Background: an optimization exercise with open tools, aiming at small area. Do not read the settings as production practice. The RTL was checked by simulation tests, not by an equivalence proof against the original design. No activity file was given, so power comes from the tool's default toggle rates. No driver is modelled on the clock port, so clocking that relies on it looks cheaper here than on a real chip.

==> wip/amber: inputs <==
// mb_rx_flit_deser
module mb_rx_flit_deser #(
   parameter int NUM_LANES  = 16,
   parameter int FLIT_BYTES = 64,
   parameter int FIFO_DEPTH = 4
) (
   input  logic                            clk,
   input  logic                            reset_n,
   input  logic                            valid_iPin,
   input  logic [NUM_LANES-1:0]            dataPins_i,
   output logic                            flit_valid_o,
   input  logic                            flit_ready_i,
   output logic [FLIT_BYTES*8-1:0]         flit_data_o,
   output logic                            frame_err_o,
   output logic                            overflow_o,
   input  logic                            clr_sticky_i,
   output logic [$clog2(FIFO_DEPTH):0]     fill_level_o
);
   localparam int FRAGS  = FLIT_BYTES / NUM_LANES;
   localparam int FRAG_W = (FRAGS > 1) ? $clog2(FRAGS) : 1;
   localparam int FLIT_W = FLIT_BYTES * 8;
   localparam int UIS    = ucie_mb_pkg::UI_PER_BURST;
   localparam int HI_W   = $clog2(ucie_mb_pkg::VALID_HI_UI);
   localparam int NPOS   = FRAGS * UIS;           
   localparam logic [FRAG_W-1:0] LAST_FRAG = FRAG_W'(FRAGS - 1);
   localparam logic [2:0]        LAST_UI   = 3'(UIS - 1);
   logic [2:0]         ui_q;
   logic [FRAG_W-1:0]  frag_q;
   logic               frame_err_q, overflow_q;
   logic               store, err, flit_done;
   logic               fifo_full, fifo_empty;
   logic               pop_ok, push_ok, drop;
   assign store     = valid_iPin ^ ui_q[HI_W];
   assign err       = (ui_q != 3'd0) && !store;
   assign flit_done = store && (ui_q == LAST_UI) && (frag_q == LAST_FRAG);
   always_ff @(posedge clk or negedge reset_n) begin
      if (!reset_n) begin
         ui_q        <= 3'd0;
         frag_q      <= '0;
         frame_err_q <= 1'b0;
         overflow_q  <= 1'b0;
      end else begin
  ...
==> module mb_rx_flit_fifo, before the edit <==
module mb_rx_flit_fifo #(
   parameter int WIDTH = 512,
   parameter int DEPTH = 4
) (
   input  logic                     clk,
   input  logic                     rst_n,
   input  logic                     push_i,
   input  logic [WIDTH-1:0]         push_data_i,
   input  logic                     pop_i,
   output logic [WIDTH-1:0]         pop_data_o,
   output logic                     full_o,
   output logic                     empty_o,
   output logic [$clog2(DEPTH):0]   fill_o
);
   localparam int AW = $clog2(DEPTH);
   logic [WIDTH-1:0] mem_q [DEPTH];
   logic [AW-1:0]    rd_ptr_q;
   logic [AW-1:0]    wr_ptr;
   logic [AW:0]      fill_q;
   logic [DEPTH-1:0] we, rsel;
   assign wr_ptr = rd_ptr_q + fill_q[AW-1:0];
   always_ff @(posedge clk or negedge rst_n) begin
      if (!rst_n) begin
         rd_ptr_q <= '0;
         fill_q   <= '0;
      end else begin
         if (pop_i) rd_ptr_q <= rd_ptr_q + AW'(1);
         if (push_i != pop_i) fill_q <= push_i ? fill_q + (AW+1)'(1) : fill_q - (AW+1)'(1);
      end
   end
   assign empty_o = (fill_q == '0);
   assign full_o  = (fill_q == (AW+1)'(DEPTH));
   assign fill_o  = fill_q;
   for (genvar k = 0; k < DEPTH; k++) begin : g_ent
      assign we[k]   = push_i && (wr_ptr == AW'(k));
      assign rsel[k] = !empty_o && (rd_ptr_q == AW'(k));
      always_ff @(posedge clk) begin
         if (we[k]) mem_q[k] <= push_data_i;
      end
   end
   always_comb begin
      pop_data_o = '0;
      for (int k = 0; k < DEPTH; k++)
         pop_data_o = pop_data_o | ({WIDTH{rsel[k]}} & mem_q[k]);
   end
endmodule
==> module mb_rx_flit_deser, before the edit <==
module mb_rx_flit_deser #(
   parameter int NUM_LANES  = 16,
   parameter int FLIT_BYTES = 64,
   parameter int FIFO_DEPTH = 4
) (
   input  logic                            clk,
   input  logic                            reset_n,
   input  logic                            valid_iPin,
   input  logic [NUM_LANES-1:0]            dataPins_i,
   output logic                            flit_valid_o,
   input  logic                            flit_ready_i,
   output logic [FLIT_BYTES*8-1:0]         flit_data_o,
   output logic                            frame_err_o,
   output logic                            overflow_o,
   input  logic                            clr_sticky_i,
   output logic [$clog2(FIFO_DEPTH):0]     fill_level_o
);
   localparam int FRAGS  = FLIT_BYTES / NUM_LANES;
   localparam int FRAG_W = (FRAGS > 1) ? $clog2(FRAGS) : 1;
   localparam int FLIT_W = FLIT_BYTES * 8;
   localparam int UIS    = ucie_mb_pkg::UI_PER_BURST;
   localparam int HI_W   = $clog2(ucie_mb_pkg::VALID_HI_UI);
   localparam int NPOS   = FRAGS * UIS;           
   localparam logic [FRAG_W-1:0] LAST_FRAG = FRAG_W'(FRAGS - 1);
   localparam logic [2:0]        LAST_UI   = 3'(UIS - 1);
   logic [2:0]         ui_q;
   logic [FRAG_W-1:0]  frag_q;
   logic               frame_err_q, overflow_q;
   logic               store, err, flit_done;
   logic               fifo_full, fifo_empty;
   logic               pop_ok, push_ok, drop;
   assign store     = valid_iPin ^ ui_q[HI_W];
   assign err       = (ui_q != 3'd0) && !store;
   assign flit_done = store && (ui_q == LAST_UI) && (frag_q == LAST_FRAG);
   always_ff @(posedge clk or negedge reset_n) begin
      if (!reset_n) begin
         ui_q        <= 3'd0;
         frag_q      <= '0;
         frame_err_q <= 1'b0;
         overflow_q  <= 1'b0;
      end else begin
         ui_q        <= store ? ui_q + 3'd1 : 3'd0;
         if (err)
            frag_q   <= '0;
         else if (store && ui_q == LAST_UI)
            frag_q   <= frag_q + FRAG_W'(1);
         frame_err_q <= err;
         overflow_q  <= drop || (overflow_q && !clr_sticky_i);
      end
   end
   logic [NUM_LANES-1:0] asm_q [NPOS-1];
   logic [FLIT_W-1:0]    flit_w;
   for (genvar i = 0; i < NPOS - 1; i++) begin : g_asm
      always_ff @(posedge clk) begin
         if (store && {frag_q, ui_q} == (FRAG_W+3)'(i)) asm_q[i] <= dataPins_i;
      end
   end
   for (genvar f = 0; f < FRAGS; f++) begin : g_f
      for (genvar u = 0; u < UIS; u++) begin : g_u
         for (genvar b = 0; b < NUM_LANES; b++) begin : g_b
            if (f * UIS + u == NPOS - 1) begin : g_last
               assign flit_w[(f * NUM_LANES + b) * 8 + u] = dataPins_i[b];
            end else begin : g_st
               assign flit_w[(f * NUM_LANES + b) * 8 + u] = asm_q[f * UIS + u][b];
            end
         end
      end
   end
   assign pop_ok  = flit_ready_i && !fifo_empty;
   assign push_ok = flit_done && (!fifo_full || pop_ok);
   assign drop    = flit_done && !push_ok;
   mb_rx_flit_fifo #(
      .WIDTH (FLIT_W),
      .DEPTH (FIFO_DEPTH)
   ) u_fifo (
      .clk         (clk),
      .rst_n       (reset_n),
      .push_i      (push_ok),
      .push_data_i (flit_w),
      .pop_i       (pop_ok),
      .pop_data_o  (flit_data_o),
      .full_o      (fifo_full),
      .empty_o     (fifo_empty),
      .fill_o      (fill_level_o)
   );
   assign flit_valid_o = !fifo_empty;
   assign frame_err_o  = frame_err_q;
   assign overflow_o   = overflow_q;
endmodule
clock: 6.5 ns
lec_check: 0
cap_margin: 20
core_margin: 2
core_utilization: 40
slew_margin: 20
run.sh (not shown) runs the stock make flow with config.mk's settings and CLKGATE_MAP_FILE= SYNTH_SCRIPT=/design/flow/synth_recipe.tcl, a recipe that flattens the netlist after the stock synthesis.
==> wip/umber: changes against wip/amber <==
--- a/flow/design.v
+++ b/flow/design.v
@@ -29,4 +29,12 @@
    logic [AW:0]      fill_q;
-   logic [DEPTH-1:0] we, rsel;
+   logic [DEPTH-1:0] we;
+   logic [DEPTH-1:0] rsel_q;      
+   logic [AW-1:0]    rd_ptr_d;
+   logic [AW:0]      fill_d;
    assign wr_ptr = rd_ptr_q + fill_q[AW-1:0];
+   always_comb begin
+      rd_ptr_d = pop_i ? rd_ptr_q + AW'(1) : rd_ptr_q;
+      fill_d   = fill_q;
+      if (push_i != pop_i) fill_d = push_i ? fill_q + (AW+1)'(1) : fill_q - (AW+1)'(1);
+   end
    always_ff @(posedge clk or negedge rst_n) begin
@@ -35,5 +43,8 @@
          fill_q   <= '0;
+         rsel_q   <= '0;
       end else begin
-         if (pop_i) rd_ptr_q <= rd_ptr_q + AW'(1);
-         if (push_i != pop_i) fill_q <= push_i ? fill_q + (AW+1)'(1) : fill_q - (AW+1)'(1);
+         rd_ptr_q <= rd_ptr_d;
+         fill_q   <= fill_d;
+         for (int k = 0; k < DEPTH; k++)
+            rsel_q[k] <= (fill_d != '0) && (rd_ptr_d == AW'(k));
       end
@@ -45,3 +56,2 @@
       assign we[k]   = push_i && (wr_ptr == AW'(k));
-      assign rsel[k] = !empty_o && (rd_ptr_q == AW'(k));
       always_ff @(posedge clk) begin
@@ -53,3 +63,3 @@
       for (int k = 0; k < DEPTH; k++)
-         pop_data_o = pop_data_o | ({WIDTH{rsel[k]}} & mem_q[k]);
+         pop_data_o = pop_data_o | ({WIDTH{rsel_q[k]}} & mem_q[k]);
    end
@@ -106,19 +116,30 @@
    end
-   logic [NUM_LANES-1:0] asm_q [NPOS-1];
-   logic [FLIT_W-1:0]    flit_w;
-   for (genvar i = 0; i < NPOS - 1; i++) begin : g_asm
-      always_ff @(posedge clk) begin
-         if (store && {frag_q, ui_q} == (FRAG_W+3)'(i)) asm_q[i] <= dataPins_i;
+   localparam int FRAG_BITS = NUM_LANES * UIS;
+   logic [NUM_LANES-1:0] dl_q [UIS-1];    
+   logic [FRAG_BITS-1:0] frag_w;          
+   logic [FRAG_BITS-1:0] fbuf_q [FRAGS-1];
+   logic                 frag_end;
+   always_ff @(posedge clk) begin
+      dl_q[0] <= dataPins_i;
+      for (int i = 1; i < UIS - 1; i++) dl_q[i] <= dl_q[i-1];
+   end
+   for (genvar b = 0; b < NUM_LANES; b++) begin : g_b
+      for (genvar u = 0; u < UIS; u++) begin : g_u
+         if (u == UIS - 1) begin : g_now
+            assign frag_w[b * 8 + u] = dataPins_i[b];
+         end else begin : g_dl
+            assign frag_w[b * 8 + u] = dl_q[UIS - 2 - u][b];
+         end
       end
    end
-   for (genvar f = 0; f < FRAGS; f++) begin : g_f
-      for (genvar u = 0; u < UIS; u++) begin : g_u
-         for (genvar b = 0; b < NUM_LANES; b++) begin : g_b
-            if (f * UIS + u == NPOS - 1) begin : g_last
-               assign flit_w[(f * NUM_LANES + b) * 8 + u] = dataPins_i[b];
-            end else begin : g_st
-               assign flit_w[(f * NUM_LANES + b) * 8 + u] = asm_q[f * UIS + u][b];
-            end
-         end
+   assign frag_end = store && (ui_q == LAST_UI);
+   for (genvar f = 0; f < FRAGS - 1; f++) begin : g_frag
+      always_ff @(posedge clk) begin
+         if (frag_end && frag_q == FRAG_W'(f)) fbuf_q[f] <= frag_w;
       end
+   end
+   logic [FLIT_W-1:0] flit_w;
+   always_comb begin
+      for (int f = 0; f < FRAGS - 1; f++) flit_w[f * FRAG_BITS +: FRAG_BITS] = fbuf_q[f];
+      flit_w[(FRAGS - 1) * FRAG_BITS +: FRAG_BITS] = frag_w;
    end
==> flow/flow/run.sh (new file) <==
#!/bin/bash
set -euo pipefail
bash standard.sh \
  "BUFFER_PORTS_ARGS=-buffer_cell sky130_fd_sc_hd__buf_1" \
  "CTS_ARGS=-sink_clustering_enable -repair_clock_nets -dont_use_dummy_load -buf_list sky130_fd_sc_hd__clkbuf_16 -sink_clustering_size 30 -sink_clustering_max_diameter 80" \
  finish > standard_flow.log 2>&1
==> flow/standard.sh (new file) <==
#!/bin/bash
# synth_recipe.tcl (not shown) runs the flow's synth.tcl, then flattens the netlist and writes it again
# the make line also repeats each setting of config.mk as NAME=value (left out here)
make -C /OpenROAD-flow-scripts/flow DESIGN_CONFIG=/design/flow/config.mk WORK_HOME=/design/flow/orfs CLKGATE_MAP_FILE= SYNTH_SCRIPT=/design/flow/synth_recipe.tcl "${@:-finish}"
Settings changed: CAP_MARGIN 20 to 10, CORE_UTILIZATION 40 to 70, SLEW_MARGIN 20 to 10.
removed: flow/run.sh
==> wip/zinc: changes against wip/amber <==
==> flow/design.v (replaced) <==
package ucie_mb_pkg;
   localparam int UI_PER_BURST = 8;
   localparam int VALID_HI_UI  = 4;
   typedef enum logic [1:0] {
      IDLE = 2'd0,
      HI   = 2'd1,
      LO   = 2'd2
   } rx_state_e;
   typedef logic [7:0] flit_byte_t;
endpackage
module mb_rx_flit_fifo #(
   parameter int WIDTH = 512,
   parameter int DEPTH = 4
) (
   input  logic                     clk,
   input  logic                     rst_n,
   input  logic                     push_i,
   input  logic [WIDTH-1:0]         push_data_i,
   input  logic                     pop_i,
   output logic [WIDTH-1:0]         pop_data_o,
   output logic                     full_o,
   output logic                     empty_o,
   output logic [$clog2(DEPTH):0]   fill_o
);
   localparam int AW = $clog2(DEPTH);
   logic [WIDTH-1:0] mem_q [DEPTH];
   logic [AW-1:0]    wr_ptr_q, wr_ptr_d;
   logic [AW-1:0]    rd_ptr_q, rd_ptr_d;
   logic [AW:0]      fill_q, fill_d;
   always_comb begin
      wr_ptr_d = wr_ptr_q;
      rd_ptr_d = rd_ptr_q;
      fill_d   = fill_q;
      if (push_i) wr_ptr_d = wr_ptr_q + AW'(1);
      if (pop_i)  rd_ptr_d = rd_ptr_q + AW'(1);
      case ({push_i, pop_i})
         2'b10:   fill_d = fill_q + (AW+1)'(1);
         2'b01:   fill_d = fill_q - (AW+1)'(1);
         default: fill_d = fill_q;
      endcase
   end
   always_ff @(posedge clk or negedge rst_n) begin
      if (!rst_n) begin
         wr_ptr_q <= '0;
         rd_ptr_q <= '0;
         fill_q   <= '0;
      end else begin
         wr_ptr_q <= wr_ptr_d;
         rd_ptr_q <= rd_ptr_d;
         fill_q   <= fill_d;
      end
   end
   always_ff @(posedge clk) begin
      if (push_i) mem_q[wr_ptr_q] <= push_data_i;
   end
   assign empty_o    = (fill_q == '0);
   assign full_o     = (fill_q == (AW+1)'(DEPTH));
   assign fill_o     = fill_q;
   assign pop_data_o = empty_o ? '0 : mem_q[rd_ptr_q];
endmodule
module mb_rx_flit_deser #(
   parameter int NUM_LANES  = 16,
   parameter int FLIT_BYTES = 64,
   parameter int FIFO_DEPTH = 4
) (
   input  logic                            clk,
   input  logic                            reset_n,
   input  logic                            valid_iPin,
   input  logic [NUM_LANES-1:0]            dataPins_i,
   output logic                            flit_valid_o,
   input  logic                            flit_ready_i,
   output logic [FLIT_BYTES*8-1:0]         flit_data_o,
   output logic                            frame_err_o,
   output logic                            overflow_o,
   input  logic                            clr_sticky_i,
   output logic [$clog2(FIFO_DEPTH):0]     fill_level_o
);
   localparam int FRAGS  = FLIT_BYTES / NUM_LANES;
   localparam int FRAG_W = (FRAGS > 1) ? $clog2(FRAGS) : 1;
   localparam int FLIT_W = FLIT_BYTES * 8;
   localparam logic [FRAG_W-1:0] LAST_FRAG = FRAG_W'(FRAGS - 1);
   localparam logic [2:0]        LAST_HI   = 3'(ucie_mb_pkg::VALID_HI_UI - 1);
   localparam logic [2:0]        LAST_UI   = 3'(ucie_mb_pkg::UI_PER_BURST - 1);
   ucie_mb_pkg::rx_state_e          state_q, state_d;
   logic [2:0]         ui_q, ui_d;
   logic [FRAG_W-1:0]  frag_q, frag_d;
   logic [FLIT_W-1:0]  asm_q, asm_d;
   logic               frame_err_q, frame_err_d;
   logic               overflow_q, overflow_d;
   logic               store;
   logic               err;
   logic               flit_done;
   logic               fifo_full, fifo_empty;
   logic               pop_ok, push_ok, drop;
   always_comb begin
      state_d     = state_q;
      ui_d        = ui_q;
      frag_d      = frag_q;
      asm_d       = asm_q;
      frame_err_d = 1'b0;
      store       = 1'b0;
      err         = 1'b0;
      flit_done   = 1'b0;
      case (state_q)
         ucie_mb_pkg::IDLE: begin
            if (valid_iPin) begin
               store   = 1'b1;
               ui_d    = 3'd1;
               state_d = ucie_mb_pkg::HI;
            end
         end
         ucie_mb_pkg::HI: begin
            if (valid_iPin) begin
               store = 1'b1;
               ui_d  = ui_q + 3'd1;
               if (ui_q == LAST_HI) state_d = ucie_mb_pkg::LO;
            end else begin
               err = 1'b1;
            end
         end
         ucie_mb_pkg::LO: begin
            if (!valid_iPin) begin
               store = 1'b1;
               if (ui_q == LAST_UI) begin
                  ui_d    = 3'd0;
                  state_d = ucie_mb_pkg::IDLE;
                  if (frag_q == LAST_FRAG) begin
                     frag_d    = '0;
                     flit_done = 1'b1;
                  end else begin
                     frag_d = frag_q + FRAG_W'(1);
                  end
               end else begin
                  ui_d = ui_q + 3'd1;
               end
            end else begin
               err = 1'b1;
            end
         end
         default: state_d = ucie_mb_pkg::IDLE;
      endcase
      if (store) begin
         for (int b = 0; b < NUM_LANES; b++) begin
            asm_d[(int'(frag_q) * NUM_LANES + b) * 8 + int'(ui_q)] = dataPins_i[b];
         end
      end
      if (err) begin
         frame_err_d = 1'b1;
         ui_d        = 3'd0;
         frag_d      = '0;
         state_d     = ucie_mb_pkg::IDLE;
      end
   end
   assign pop_ok  = flit_ready_i && !fifo_empty;
   assign push_ok = flit_done && (!fifo_full || pop_ok);
   assign drop    = flit_done && !push_ok;
   always_comb begin
      overflow_d = overflow_q;
      if (clr_sticky_i) overflow_d = 1'b0;
      if (drop)         overflow_d = 1'b1;
   end
   always_ff @(posedge clk or negedge reset_n) begin
      if (!reset_n) begin
         state_q     <= ucie_mb_pkg::IDLE;
         ui_q        <= 3'd0;
         frag_q      <= '0;
         asm_q       <= '0;
         frame_err_q <= 1'b0;
         overflow_q  <= 1'b0;
      end else begin
         state_q     <= state_d;
         ui_q        <= ui_d;
         frag_q      <= frag_d;
         asm_q       <= asm_d;
         frame_err_q <= frame_err_d;
         overflow_q  <= overflow_d;
      end
   end
   mb_rx_flit_fifo #(
      .WIDTH (FLIT_W),
      .DEPTH (FIFO_DEPTH)
   ) u_fifo (
      .clk         (clk),
      .rst_n       (reset_n),
      .push_i      (push_ok),
      .push_data_i (asm_d),
      .pop_i       (pop_ok),
      .pop_data_o  (flit_data_o),
      .full_o      (fifo_full),
      .empty_o     (fifo_empty),
      .fill_o      (fill_level_o)
   );
   assign flit_valid_o = !fifo_empty;
   assign frame_err_o  = frame_err_q;
   assign overflow_o   = overflow_q;
endmodule
==> wip/xenon: changes against wip/amber <==
==> flow/flow/run.sh (new file) <==
#!/bin/bash
set -euo pipefail
bash standard.sh "BUFFER_PORTS_ARGS=-buffer_cell sky130_fd_sc_hd__buf_1" finish > standard_flow.log 2>&1
==> flow/standard.sh (new file) <==
#!/bin/bash
# synth_recipe.tcl (not shown) runs the flow's synth.tcl, then flattens the netlist and writes it again
# the make line also repeats each setting of config.mk as NAME=value (left out here)
make -C /OpenROAD-flow-scripts/flow DESIGN_CONFIG=/design/flow/config.mk WORK_HOME=/design/flow/orfs CLKGATE_MAP_FILE= SYNTH_SCRIPT=/design/flow/synth_recipe.tcl "${@:-finish}"
Settings changed: CORE_UTILIZATION 40 to 60, CTS_BUF_LIST set to sky130_fd_sc_hd__clkbuf_8, CTS_CLUSTER_SIZE set to 30.
removed: flow/run.sh
==> comparison <==
- Against wip/xenon, the sequential share of layout area of wip/umber is higher by 4.1 points.
- First-iteration DRC count: wip/zinc > wip/xenon > wip/umber > wip/amber.
- Between wip/umber and wip/zinc, the lower via count is in wip/umber (gap 49%, measured against wip/zinc).
- Of wip/amber and wip/zinc, wip/zinc has the higher area after synthesis (gap 20%, measured against wip/zinc).
- In wip/amber the clock power is larger than in wip/xenon, by about 25%.
- Between wip/umber and wip/zinc, the lower sequential cell count is in wip/umber (gap 16).
==> figures <==
|  | wip/umber | wip/xenon | wip/zinc | wip/amber |
|---|---|---|---|---|
| Outcome | complete, no violations | complete, no violations | complete, no violations | complete, no violations |
| Fill cell count | 6950 | 9908 | 23800 | 18200 |
| Fraction of met2 tracks used by global routing | 0.439 | 0.436 | 0.539 | 0.313 |
| Critical Path Stages | 4 | 6 | 17 | 6 |
| Tot Pwr | 32.0 mW | 41.5 mW | 56.7 mW | 47.8 mW |
| Number of vias per cell | 6.51 | 6.05 | 6.49 | 5.38 |
| Largest driver fanout on the critical path | 117 | 43 | 12 | 90 |
| WS Path Type | flop to output pin | flop to output pin | flop to flop | flop to output pin |
| Tapcells | 1637 | 1930 | 3705 | 2975 |
| GR Layer Usage met1 | 0.416 | 0.397 | 0.582 | 0.268 |
| Total global routing track utilization | 0.279 | 0.280 | 0.402 | 0.197 |
| Detail Route met2 WL | 88.1 mm | 104 mm | 232 mm | 110 mm |
| Design area | 93300 sq um | 99700 sq um | 137000 sq um | 106000 sq um |
| Peak clock frequency supported by timing | 223 MHz | 196 MHz | 182 MHz | 187 MHz |

static timing again, ports no longer ideal:
In the flow no input, the clock included, has a driving cell. The finished layouts below were timed again as built, in two steps. Step 1 sets driving cells, clkbuf_16 on the clock port and buf_2 on the other inputs (assumed; they add their load-dependent delay and slew). Step 2 times the ports against the registers' clock, not the clock port: input delays grow and output delays shrink by t, the midpoint of the rising clock arrivals with the driver on. Slacks: ideal / step 1 / step 2; pairs: ideal / step 1.
| run | t (ns) | setup WS [ns] | hold slack, ns | worst register clock-pin slew, ns | pins driven straight from the clock port |
|---|---|---|---|---|---|
| wip/amber | 0.974 | 1.143 / 1.059 / 2.033 | 0.456 / 0.456 / 0.456 | 0.07 / 0.07 | 1 |
| wip/umber | 0.781 | 2.017 / 1.936 / 2.257 | 0.440 / 0.440 / 0.440 | 0.11 / 0.11 | 1 |
| wip/zinc | 1.024 | 0.999 / 0.976 / 0.999 | 0.386 / 0.365 / 0.535 | 0.08 / 0.08 | 1 |
| wip/xenon | 1.083 | 1.398 / 1.318 / 2.143 | 0.333 / 0.383 / 0.472 | 0.07 / 0.07 | 1 |
After both steps every run listed still meets setup and hold.
